Source: an optimization exercise on an open RTL-to-GDS flow (aim: small area and a short achievable clock period). Production flows keep margins and buffers that such runs may drop.
The RTL was checked by simulation tests, not by an equivalence proof against the original design.
Power figures rest on the tool's default switching activity, not on a simulated workload.

--- design/flow/run.sh ---
#!/bin/bash
# synth_recipe.tcl (not shown) runs the flow's synth.tcl, then flattens the netlist and writes it again
# the make line also repeats each setting of config.mk as NAME=value (left out here)
make -C /OpenROAD-flow-scripts/flow DESIGN_CONFIG=/design/flow/config.mk WORK_HOME=/design/flow/orfs CLKGATE_MAP_FILE= SYNTH_SCRIPT=/design/flow/synth_recipe.tcl finish
--- design/flow/config.mk ---
export PLATFORM = sky130hd
export DESIGN_NAME = ipdc_top
export DESIGN_NICKNAME = ipdc_top
export VERILOG_FILES = /design/flow/design.v
export SDC_FILE = /design/flow/constraint.sdc
export NUM_CORES = 4
export LEC_CHECK = 0
export CAP_MARGIN = 20
export CORE_MARGIN = 2
export CORE_UTILIZATION = 40
export SLEW_MARGIN = 20
--- design/flow/constraint.sdc ---
create_clock -name core_clock -period 3.2 [get_ports {i_clk}]
set_input_delay 0.6400 -clock core_clock [delete_from_list [all_inputs] [get_ports {i_clk}]]
set_output_delay 0.6400 -clock core_clock [all_outputs]
set_load 0.01 [all_outputs]
--- design/flow/design.v ---
`default_nettype none
package ipdc_pkg;
    localparam int IMG_DIM  = 8;
    localparam int WIN_DIM  = 4;
    localparam int FB_DEPTH = IMG_DIM * IMG_DIM;
    typedef logic [7:0]                       channel_t;
    typedef logic [$clog2(IMG_DIM)-1:0]       coord_t;
    typedef logic [2*$clog2(IMG_DIM)-1:0]     addr_t;
    localparam coord_t ORIGIN_MAX  = coord_t'(IMG_DIM - WIN_DIM);
    localparam coord_t ZOOM_ORIGIN = coord_t'(2);
    typedef struct packed {
        channel_t ch2;
        channel_t ch1;
        channel_t ch0;
    } pixel_t;
    typedef enum logic [2:0] {
        OP_LOAD        = 3'b000,
        OP_SHIFT_RIGHT = 3'b001,
        OP_SHIFT_DOWN  = 3'b010,
        OP_DEFAULT     = 3'b011,
        OP_ZOOM_IN     = 3'b100,
        OP_YCBCR       = 3'b110,
        OP_RGB         = 3'b111
    } op_mode_t;
    typedef enum logic [2:0] {
        ST_IDLE,
        ST_READY,
        ST_LOAD,
        ST_ORIGIN,
        ST_DISPLAY
    } ctrl_state_t;
    typedef enum logic {
        RGB,
        YCBCR
    } color_mode_t;
    typedef struct packed {
        logic   we;
        addr_t  addr;
        pixel_t data;
    } fb_wr_t;
    typedef struct packed {
        logic valid;
        logic show;
    } out_req_t;
endpackage
`default_nettype wire
`timescale 1ns/1ps
`default_nettype none
module frame_buffer #(
    parameter int DEPTH = 64
) (
    input  wire logic              i_clk,
    input  wire logic              i_rst_n,
    input  wire ipdc_pkg::fb_wr_t  i_wr,
    input  wire ipdc_pkg::addr_t   i_rd_addr,
    output ipdc_pkg::pixel_t       o_rd_data
);
    logic [23:0] mem [0:DEPTH-1];
    ipdc_pkg::pixel_t rd_data_r;
    always_ff @(posedge i_clk) begin
        if (i_wr.we) begin
            mem[i_wr.addr] <= i_wr.data;
        end
    end
    always_ff @(posedge i_clk or negedge i_rst_n) begin
        if (!i_rst_n) begin
            rd_data_r <= '0;
        end else begin
            rd_data_r <= mem[i_rd_addr];
        end
    end
    assign o_rd_data = rd_data_r;
endmodule
`default_nettype wire
`timescale 1ns/1ps
`default_nettype none
module ipdc_ctrl (
    input  wire logic                    i_clk,
    input  wire logic                    i_rst_n,
    input  wire logic                    i_op_valid,
    input  wire ipdc_pkg::op_mode_t      i_op_mode,
    input  wire logic                    i_in_valid,
    input  wire ipdc_pkg::pixel_t        i_in_data,
    output logic                         o_in_ready,
    output ipdc_pkg::fb_wr_t             o_fb_wr,
    output ipdc_pkg::addr_t              o_rd_addr,
    output ipdc_pkg::out_req_t           o_out_req,
    output ipdc_pkg::color_mode_t        o_color_mode
);
    ipdc_pkg::ctrl_state_t state_r, state_w;
    ipdc_pkg::op_mode_t    op_r, op_w;
    ipdc_pkg::addr_t       load_addr_r, load_addr_w;
    ipdc_pkg::coord_t      org_x_r, org_x_w;
    ipdc_pkg::coord_t      org_y_r, org_y_w;
    logic [1:0]            scan_x_r, scan_x_w;
    logic [1:0]            scan_y_r, scan_y_w;
    ipdc_pkg::color_mode_t mode_r, mode_w;
    ipdc_pkg::out_req_t    req_r, req_w;
    ipdc_pkg::addr_t       rd_addr_r, rd_addr_w;
    logic load_acc;
    logic load_last;
    logic scan_x_end;
    logic scan_y_end;
    assign o_in_ready = (state_r == ipdc_pkg::ST_LOAD);
    assign load_acc   = o_in_ready & i_in_valid;
    assign load_last  = load_acc & (load_addr_r == ipdc_pkg::addr_t'(ipdc_pkg::FB_DEPTH - 1));
    assign scan_x_end = (scan_x_r == 2'(ipdc_pkg::WIN_DIM - 1));
    assign scan_y_end = (scan_y_r == 2'(ipdc_pkg::WIN_DIM - 1));
    assign o_fb_wr.we   = load_acc;
    assign o_fb_wr.addr = load_addr_r;
    assign o_fb_wr.data = i_in_data;
    assign o_rd_addr    = rd_addr_r;
    assign o_out_req    = req_r;
    assign o_color_mode = mode_r;
    always_comb begin
        state_w     = state_r;
        op_w        = op_r;
        load_addr_w = load_addr_r;
        org_x_w     = org_x_r;
        org_y_w     = org_y_r;
        scan_x_w    = scan_x_r;
        scan_y_w    = scan_y_r;
        mode_w      = mode_r;
        rd_addr_w   = rd_addr_r;
        req_w       = '0;
        case (state_r)
            ipdc_pkg::ST_IDLE: begin
                state_w = ipdc_pkg::ST_READY;
            end
            ipdc_pkg::ST_READY: begin
                if (i_op_valid) begin
                    op_w = i_op_mode;
                    case (i_op_mode)
                        ipdc_pkg::OP_LOAD: state_w = ipdc_pkg::ST_LOAD;
                        ipdc_pkg::OP_SHIFT_RIGHT,
                        ipdc_pkg::OP_SHIFT_DOWN,
                        ipdc_pkg::OP_DEFAULT,
                        ipdc_pkg::OP_ZOOM_IN,
                        ipdc_pkg::OP_YCBCR,
                        ipdc_pkg::OP_RGB: state_w = ipdc_pkg::ST_ORIGIN;
                        default: state_w = ipdc_pkg::ST_READY;
                    endcase
                end
            end
            ipdc_pkg::ST_LOAD: begin
                if (load_acc) begin
                    load_addr_w = load_addr_r + 1'b1;
                end
                if (load_last) begin
                    state_w = ipdc_pkg::ST_READY;
                    req_w   = {1'b1, 1'b0};
                end
            end
            ipdc_pkg::ST_ORIGIN: begin
                state_w  = ipdc_pkg::ST_DISPLAY;
                scan_x_w = '0;
                scan_y_w = '0;
                case (op_r)
                    ipdc_pkg::OP_SHIFT_RIGHT: begin
                        if (org_x_r < ipdc_pkg::ORIGIN_MAX) begin
                            org_x_w = org_x_r + 1'b1;
                        end
                    end
                    ipdc_pkg::OP_SHIFT_DOWN: begin
                        if (org_y_r < ipdc_pkg::ORIGIN_MAX) begin
                            org_y_w = org_y_r + 1'b1;
                        end
                    end
                    ipdc_pkg::OP_DEFAULT: begin
                        org_x_w = '0;
                        org_y_w = '0;
                    end
                    ipdc_pkg::OP_ZOOM_IN: begin
                        org_x_w = ipdc_pkg::ZOOM_ORIGIN;
                        org_y_w = ipdc_pkg::ZOOM_ORIGIN;
                    end
                    ipdc_pkg::OP_YCBCR: begin
                        mode_w  = ipdc_pkg::YCBCR;
                        req_w   = {1'b1, 1'b0};
                        state_w = ipdc_pkg::ST_READY;
                    end
                    ipdc_pkg::OP_RGB: begin
                        mode_w  = ipdc_pkg::RGB;
                        req_w   = {1'b1, 1'b0};
                        state_w = ipdc_pkg::ST_READY;
                    end
                    default: state_w = ipdc_pkg::ST_READY;
                endcase
            end
            ipdc_pkg::ST_DISPLAY: begin
                rd_addr_w = {org_y_r + ipdc_pkg::coord_t'(scan_y_r),
                             org_x_r + ipdc_pkg::coord_t'(scan_x_r)};
                req_w     = {1'b1, 1'b1};
                scan_x_w  = scan_x_r + 1'b1;
                if (scan_x_end) begin
                    scan_y_w = scan_y_r + 1'b1;
                    if (scan_y_end) begin
                        state_w = ipdc_pkg::ST_READY;
                    end
                end
            end
            default: state_w = ipdc_pkg::ST_IDLE;
        endcase
    end
    always_ff @(posedge i_clk or negedge i_rst_n) begin
        if (!i_rst_n) begin
            state_r     <= ipdc_pkg::ST_IDLE;
            op_r        <= ipdc_pkg::OP_LOAD;
            load_addr_r <= '0;
            org_x_r     <= '0;
            org_y_r     <= '0;
            scan_x_r    <= '0;
            scan_y_r    <= '0;
            mode_r      <= ipdc_pkg::RGB;
            req_r       <= '0;
        end else begin
            state_r     <= state_w;
            op_r        <= op_w;
            load_addr_r <= load_addr_w;
            org_x_r     <= org_x_w;
            org_y_r     <= org_y_w;
            scan_x_r    <= scan_x_w;
            scan_y_r    <= scan_y_w;
            mode_r      <= mode_w;
            req_r       <= req_w;
        end
    end
    always_ff @(posedge i_clk) begin
        rd_addr_r <= rd_addr_w;
    end
endmodule
`default_nettype wire
`timescale 1ns/1ps
`default_nettype none
module pixel_formatter (
    input  wire logic                    i_clk,
    input  wire logic                    i_rst_n,
    input  wire ipdc_pkg::out_req_t      i_req,
    input  wire ipdc_pkg::color_mode_t   i_color_mode,
    input  wire ipdc_pkg::pixel_t        i_pixel,
    output logic                         o_out_valid,
    output ipdc_pkg::pixel_t             o_out_data
);
    ipdc_pkg::out_req_t req_d_r;
    ipdc_pkg::channel_t r;
    ipdc_pkg::channel_t g;
    ipdc_pkg::channel_t b;
    ipdc_pkg::pixel_t   ycc;
    ipdc_pkg::pixel_t   out_data_w;
    assign r = i_pixel.ch0;
    assign g = i_pixel.ch1;
    assign b = i_pixel.ch2;
    always_comb begin
        ycc.ch0 = (r >> 2) + (g >> 1) + (b >> 3);
        ycc.ch1 = 8'd128 - (r >> 3) - (g >> 2) + (b >> 1);
        ycc.ch2 = 8'd128 + (r >> 1) - (g >> 2) - (b >> 3);
    end
    always_comb begin
        if (!req_d_r.show) begin
            out_data_w = '0;
        end else if (i_color_mode == ipdc_pkg::YCBCR) begin
            out_data_w = ycc;
        end else begin
            out_data_w = i_pixel;
        end
    end
    always_ff @(posedge i_clk or negedge i_rst_n) begin
        if (!i_rst_n) begin
            req_d_r     <= '0;
            o_out_valid <= 1'b0;
            o_out_data  <= '0;
        end else begin
            req_d_r     <= i_req;
            o_out_valid <= req_d_r.valid;
            o_out_data  <= out_data_w;
        end
    end
endmodule
`default_nettype wire
`timescale 1ns/1ps
`default_nettype none
module ipdc_top (
    input  wire logic                i_clk,
    input  wire logic                i_rst_n,
    input  wire logic                i_op_valid,
    input  wire ipdc_pkg::op_mode_t  i_op_mode,
    input  wire logic                i_in_valid,
    input  wire ipdc_pkg::pixel_t    i_in_data,
    output wire logic                o_in_ready,
    output wire logic                o_out_valid,
    output wire ipdc_pkg::pixel_t    o_out_data
);
    ipdc_pkg::fb_wr_t      fb_wr;
    ipdc_pkg::addr_t       rd_addr;
    ipdc_pkg::pixel_t      rd_pixel;
    ipdc_pkg::out_req_t    out_req;
    ipdc_pkg::color_mode_t color_mode;
    ipdc_ctrl ctrl_i (
        .i_clk        (i_clk),
        .i_rst_n      (i_rst_n),
        .i_op_valid   (i_op_valid),
        .i_op_mode    (i_op_mode),
        .i_in_valid   (i_in_valid),
        .i_in_data    (i_in_data),
        .o_in_ready   (o_in_ready),
        .o_fb_wr      (fb_wr),
        .o_rd_addr    (rd_addr),
        .o_out_req    (out_req),
        .o_color_mode (color_mode)
    );
    frame_buffer #(
        .DEPTH (ipdc_pkg::FB_DEPTH)
    ) frame_buffer_i (
        .i_clk     (i_clk),
        .i_rst_n   (i_rst_n),
        .i_wr      (fb_wr),
        .i_rd_addr (rd_addr),
        .o_rd_data (rd_pixel)
    );
    pixel_formatter pixel_formatter_i (
        .i_clk        (i_clk),
        .i_rst_n      (i_rst_n),
        .i_req        (out_req),
        .i_color_mode (color_mode),
        .i_pixel      (rd_pixel),
        .o_out_valid  (o_out_valid),
        .o_out_data   (o_out_data)
    );
endmodule
`default_nettype wire
==> results.py <==
metrics = {
    "run_status": {
        "outcome": "timing/DRC/antenna clean",
    },
    "grt": {
        "grt_first_pass_wirelength_um": 235400,
        "grt_overflow_total": 0,
        "grtUsageTotal": 0.2048,
        "grt_pass1_vias": 31350,
        "antenna_found_initial": 8,
        "grt_max_degree": 77,
    },
    "setup_path": {
        "ff2ff_path_depth": 9,
        "worst_ep_required_time_ns": 3.93,
        "cp_max_fo": 15,
        "path_class": "register to register",
        "critPathArrivalTime_ns": 3.84,
        "crit_start": "ctrl_i.rd_addr_r[0]",
        "r2r-end": "frame_buffer_i.rd_data_r[12]",
        "start_kind": "register",
        "worstSetupEndpoint": "frame_buffer_i.rd_data_r[12]",
        "crit_top_cell": "buf_4",
        "r2r_slack_ns": 0.1,
        "end_kind": "register",
        "max_stage_delay_ns": 0.82,
        "worstPathCellList": "buf_12 > buf_4 > nor4bb_1 > buf_4 > a22oi_1 > nand4_1 > nor3_1 > buf_4 > a221o_1",
        "rr_startpoint": "ctrl_i.rd_addr_r[0]",
        "crit_slowest_cell": "nor3_1",
    },
    "synth": {
        "yosys_warnings": 3,
        "ys_seq_area_frac": 0.7629,
        "netlist_top_cells_area": "edfxtp_1 (73%), mux4_2 (11%), mux2i_1 (3.4%)",
        "synth_area_per_cell_sq_um": 20.64,
        "synthTopCellsByCount": "edfxtp_1 (1,542), mux4_2 (306), mux2i_1 (212), a22oi_1 (117), nor2_1 (99)",
        "netlist_area_sq_mm": 0.06319,
        "netlist.area_leader.share": 0.7328,
        "async_reset_ff_frac": 0.04697,
        "syn_inst": 3061,
        "ys.flop_type": "edfxtp_1",
        "post-synth-top-area-cell": "edfxtp_1",
        "yosysMostFrequentCell": "edfxtp_1",
        "synth_cell_type_count": 64,
        "syn-num-nets": 3146,
        "synth_edf_count": 1542,
        "synth_seq_cells": 1618,
    },
    "die": {
        "ios": 57,
        "die-area_sq_mm": 0.1612,
        "die_y_um": 401.5,
        "core_sq_mm": 0.1566,
        "die_w_um": 401.5,
        "start_util": 0.4036,
        "row_count": 145,
    },
    "drt": {
        "wire_per_inst_um": 29.77,
        "ant_nets": 0,
        "vias": 31770,
        "routed_wl_um": 165400,
        "drt-vias-per-instance": 5.718,
        "drc": 0,
        "dr.pass1.iters": 5,
        "drt_iter0_drc": 4110,
    },
    "hold_path": {
        "hold_class": "primary input to register",
    },
    "timing": {
        "hold_viol": 0,
        "finalClockSkew_ns": 0.02418,
        "layout_min_cycle_time_ns": 3.103,
        "setup_viol": 0,
        "worstMarginPinSlew_ns": 1.044,
        "clock.fmax_mhz": 322.2,
        "slew_viol_final": 0,
        "fin_setup_tns_ns": 0,
        "rsz0062_at_grt": "no",
        "fin_hold_ws_ns": 0.1506,
        "fin_ws_ns": 0.09662,
        "slew_headroom": 0.3014,
        "finalCritPeriodShare": 0.9698,
    },
    "pwr": {
        "totalPowerFinal_uw": 46510,
        "p_leak_uw": 0.02407,
        "vdd_drop_max_uv": 358.0,
        "cellPowerDensity_mw_per_mm2": 633.6,
    },
    "clocking": {
        "h-tree-depth": 4,
        "path_clk_slew_ns": 0.06,
        "tritoncts": "built",
        "cts_resized": 0,
        "clk_latency_ns": 0.80,
        "cts_hold_buf": 0,
        "cts_max_path_buffers": 3,
        "cts_buffers": 165,
        "clkSinkCount": 1618,
        "cts-root-buf": "clkbuf_16",
        "cts_setup_buffers": 0,
    },
    "layout": {
        "drive_above_1_share": 0.2489,
        "utilization": 0.4688,
        "fin_nets": 3446,
        "syn_to_final_growth_pct": 16.15,
        "fill_cells": 12850,
    },
    "job": {
        "drv_cap": 0,
    },
    "placement": {
        "numPortBuffers": 56,
        "dp_slack_ns": 0.2221,
        "dp_hpwl_um": 105800,
        "place_congestion": 0.8650,
    },
}
==> registers in the layout, summed over array words and instances, names as in the netlist, 6 cells and up <==
signal / count
frame_buffer_i.mem: 1536
frame_buffer_i.rd_data_r: 24
pixel_formatter_i.o_out_data: 24
ctrl_i.load_addr_r: 6
ctrl_i.rd_addr_r: 6
==> critical path: cells and delay by family, from the launching register on <==
kind                   cells  cell delay [ns]
DFF                        1             0.41
AOI/OAI and AO/OA          2             0.61
and+or+nand+nor            3             1.13
buffers and inverters      4             0.86
==> through the flow <==
step                      area [sq um]  instances
after floorplan                  63190       3061
after detailed placement         68360       5251
final                            73400       5555
after global routing             73390       5550
after CTS                        73370       5549
after global placement           68350       5250
==> area by class of cell <==
| type | instances | area [sq um] | share of cell area |
|---|---|---|---|
| sequential | 1618 | 48210 | 0.6568 |
| multi-input combinational | 1237 | 14200 | 0.1935 |
| timing repair buffer | 298 | 3237 | 0.04410 |
| tap | 2058 | 2575 | 0.03508 |
| inverter | 41 | 153.9 | 0.002097 |
| clock buffer | 219 | 4437 | 0.06045 |
| clock inverter | 79 | 575.6 | 0.007842 |
| antenna | 5 | 12.51 | 0.0001705 |
==> where the power goes <==
| part | switching (uW) | internal [uW] | leakage [uW] |
|---|---|---|---|
| combinational | 2760 | 1850 | 0.00679 |
| clock | 7940 | 10200 | 0.00245 |
| sequential | 360 | 23400 | 0.0148 |
==> how the worst min path moves through the flow <==
stage / start / endpoint / depth (start not counted)
2_1_floorplan: pixel_formatter_i.req_d_r[1] / pixel_formatter_i.o_out_valid / 0
3_5_place_dp: ctrl_i.req_r[0] / pixel_formatter_i.req_d_r[0] / 0
5_1_grt: i_in_data[11] / frame_buffer_i.mem[44][11] / 1
4_1_cts: i_rst_n / pixel_formatter_i.o_out_data[11] / 1
6_report: i_in_data[11] / frame_buffer_i.mem[44][11] / 1
3_3_place_gp: ctrl_i.req_r[1] / pixel_formatter_i.req_d_r[1] / 0
==> routing by layer <==
metal | wire length [um] | share of wire | global-route usage
met1 | 69630 | 0.42 | 0.2946
met2 | 74790 | 0.45 | 0.3007
met3 | 15820 | 0.096 | 0.05855
met4 | 5075 | 0.031 | 0.06627
met5 | 41 | 0.00025 | 0
==> cell families after synthesis <==
logic type | count (synthesis) | synth area share
DFF | 1618 | 0.7629
muxes | 523 | 0.1435
and+or+nand+nor | 329 | 0.02776
AOI/OAI and AO/OA | 313 | 0.03544
buffers and inverters | 206 | 0.01507
adders and majority gates | 54 | 0.01283
xor gates and xnor gates | 18 | 0.002495
==> layout by cell type, fill, tap and decap left out, types with 17 or more instances in the layout <==
cell             netlist  final
nor2_2                 0     64
nor2_1                99     35
nand4_1               22     22
a21oi_1               19     19
buf_4                 10    169
buf_12                 0     77
mux2i_1              212    212
clkbuf_16              0    169
o21ai_0               55     55
fa_1                  18     18
clkinv_2               0     23
a22oi_1              117    117
clkinv_1               0     36
edfxtp_1            1542   1542
mux4_2               306    306
a221oi_1              17     17
nor2b_1               30     29
inv_1                 41     41
nand2_1               75     75
dfrtp_1               76     76
clkbuf_1              64     48
buf_2                 65     19
clkdlybuf4s50_1        0     31
ha_1                  36     36

-- afterwards: timing with drivers on the ports --
In the flow no input, the clock included, has a driving cell. The finished layout below was timed again as built, in two steps. Step 1 (the two cells are an assumption about what drives the block):
set clk [get_ports {i_clk}]
set_driving_cell -lib_cell sky130_fd_sc_hd__clkbuf_16 $clk
set_driving_cell -lib_cell sky130_fd_sc_hd__buf_2 [delete_from_list [all_inputs] $clk]
Step 2, shift: input delay + t, output delay - t, t = (earliest + latest rising clock arrival at the registers) / 2. This alone moves slack from input paths to output paths. a / b / c = no drivers / after step 1 / after step 2; a / b = the first two.
t (ns): 0.865
setup WS [ns]: 0.097 / 0.097 / 0.097
hold WS [ns]: 0.151 / 0.124 / 0.348
cell pins on the clock port's net: 1
After both steps this run still meets setup and hold. The setup slack of this run moves by 0.000 ns with the drivers and by 0.000 ns with both steps.
